From an optimization exercise on the open Yosys and OpenROAD flow, aimed at small area, a short achievable clock period and few clock cycles; shortcuts taken in it are not production practice. In this exercise RTL edits were held to simulation tests only and were not proved equivalent to the original. Power figures rest on the tool's default switching activity, not on a simulated workload.

// cpu_multiciclo
module cpu_multiciclo #(
  parameter int DATA_W = 32,
  parameter int ADDR_W = 8
) (
  input  logic              clock,
  input  logic              reset,
  output logic              mem_en,
  output logic              mem_we,
  output logic [ADDR_W-1:0] mem_addr,
  output logic [DATA_W-1:0] mem_wdata,
  input  logic [DATA_W-1:0] mem_rdata,
  input  logic              mem_ready,
  output logic              halted,
  output logic [ADDR_W-1:0] pc_out,
  output logic [31:0]       instret,
  input  logic [3:0]        dbg_raddr,
  output logic [DATA_W-1:0] dbg_rdata
);
  localparam logic [3:0] OP_ADD  = 4'h0;
  localparam logic [3:0] OP_SUB  = 4'h1;
  localparam logic [3:0] OP_AND  = 4'h2;
  localparam logic [3:0] OP_OR   = 4'h3;
  localparam logic [3:0] OP_XOR  = 4'h4;
  localparam logic [3:0] OP_NOT  = 4'h5;
  localparam logic [3:0] OP_SHL  = 4'h6;
  localparam logic [3:0] OP_SHR  = 4'h7;
  localparam logic [3:0] OP_SAR  = 4'h8;
  localparam logic [3:0] OP_MUL  = 4'h9;
  localparam logic [3:0] OP_ADDI = 4'hA;
  localparam logic [3:0] OP_LW   = 4'hB;
  localparam logic [3:0] OP_SW   = 4'hC;
  localparam logic [3:0] OP_BEQ  = 4'hD;
  localparam logic [3:0] OP_JMP  = 4'hE;
  localparam logic [3:0] OP_HALT = 4'hF;
  logic [3:0]  op;
  logic [3:0]  rd;
  logic [15:0] imm;
  logic [31:0] a_r;        
  logic [31:0] b_r;        
  logic        irv_r;      
  logic [7:0]  pc_r;       
  logic        mst_r;      
  logic [63:0] mr_r;       
  logic [31:0] regs_r [1:15];
  logic [15:1] rv_r;       
  logic [31:0] simm;
  logic        sub;
  logic [31:0] opb;
  logic [32:0] sum_x;
  logic [31:0] sum;
  assign simm  = {{16{imm[15]}}, imm};
  assign sub   = (op == OP_SUB);
  ...
Settings: LEC_CHECK=0, CAP_MARGIN=30, CORE_MARGIN=2, CORE_UTILIZATION=55, CTS_CLUSTER_DIAMETER=90, CTS_CLUSTER_SIZE=24, SETUP_SLACK_MARGIN=4, SLEW_MARGIN=30, TNS_END_PERCENT=100; clock period 10.0 ns.
standard.sh (not shown) runs the stock make flow with config.mk's settings and CLKGATE_MAP_FILE= SYNTH_SCRIPT=/design/flow/synth_recipe.tcl, a recipe that flattens the netlist after the stock synthesis.
==> flow/flow/run.sh <==
#!/bin/bash
# Standard synthesis, then the standard layout with the ports buffered by
# buf_4 cells (the default port buffer is a slow delay cell).
set -euo pipefail
bash standard.sh synth > synth.log 2>&1
bash standard.sh "BUFFER_PORTS_ARGS=-buffer_cell sky130_fd_sc_hd__buf_4" finish > layout.log 2>&1
Testbench counts at the start, summed over its fixed seeds: cycles 16,497.
Change:
CTS_CLUSTER_DIAMETER = 80   (was 90)
CTS_CLUSTER_SIZE = 20   (was 24)
The changed run finished with timing, DRC and antenna clean.
Die area does not change.
Critical path depth stays the same.
Total power came out higher by 2.3%.
Setup slack improved by 0.059 ns.
Hold slack improves by 0.0048 ns.
Cell count is about the same.
Global-route usage stays flat.
Routed wire length stays flat.
Clock skew is lower by 0.012 ns.

* * *

## wip/onyx
Another version of the RTL of cpu_multiciclo (not shown whole).
Size in the first run: roughly 5100 cells after synthesis, about 690 flip-flops, about 150 I/O pins, about 53000 µm² of cells after synthesis.
clock: 10.0 ns
lec_check: 0
cap_margin: 30
core_margin: 2
core_utilization: 30
setup_slack_margin: 3
slew_margin: 30
tns_end_percent: 100
run.sh (not shown) runs the stock make flow with config.mk's settings and CLKGATE_MAP_FILE= SYNTH_SCRIPT=/design/flow/synth_recipe.tcl, a recipe that flattens the netlist after the stock synthesis.
Stock flow here: none of the scripts above is used.
Testbench counts of wip/onyx, summed over its fixed seeds: cycles 16,593.
The following lists how wip/yarrow was set up differently from wip/onyx:
# wip/onyx
export LEC_CHECK = 0
export CAP_MARGIN = 30
export CORE_MARGIN = 2
export CORE_UTILIZATION = 30
export SETUP_SLACK_MARGIN = 3
export SLEW_MARGIN = 30
export TNS_END_PERCENT = 100
create_clock -name core_clock -period 10.0 [get_ports {clock}]
# wip/yarrow
export LEC_CHECK = 0
export CAP_MARGIN = 30
export CORE_MARGIN = 2
export CORE_UTILIZATION = 30
export SETUP_SLACK_MARGIN = 4.5
export SLEW_MARGIN = 30
export TNS_END_PERCENT = 100
create_clock -name core_clock -period 10.0 [get_ports {clock}]
No run among wip/onyx and wip/yarrow stopped early or left any final violation; all are clean. wip/yarrow against wip/onyx; cell area is up by a little under 10%. Taking wip/onyx as the reference, in wip/yarrow total detailed-routing wirelength shows an increase of about 10%; cell count shows an increase of 4.3%; internal power of the cells shows an increase of about 9%; power after layout shows an increase of 9.3%. Between wip/onyx and wip/yarrow, the flow reports non-clock buffer count increasing by more than half.

## what the ideal ports hide
Ports are ideal in the flow. The routed layouts listed here were re-timed in OpenROAD.
Step 1 assumes that a clkbuf_16 drives the clock port and a buf_2 every other input.
Step 2 also shifts input and output timing later by t, the mid clock arrival at the registers, as if the neighbouring blocks saw the same clock.
Slacks: no drivers / after step 1 / after step 2; pairs: no drivers / after step 1.
run | shift t [ns] | setup WS [ns] | latest minus earliest clock arrival (ns) | pins driven straight from the clock port
the first run of note 1 | 0.776 | 3.908 / 3.883 / 3.883 | 0.039 / 0.040 | 1
the second run of note 1 | 0.766 | 3.967 / 3.942 / 3.942 | 0.028 / 0.027 | 1
wip/onyx | 0.782 | 2.958 / 2.901 / 2.901 | 0.046 / 0.047 | 1
wip/yarrow | 0.778 | 3.923 / 3.899 / 3.923 | 0.034 / 0.035 | 1
After both steps setup and hold are still met in every run listed. The setup slack of wip/onyx, which loses most, moves by -0.057 ns with the drivers and by -0.057 ns with both steps.
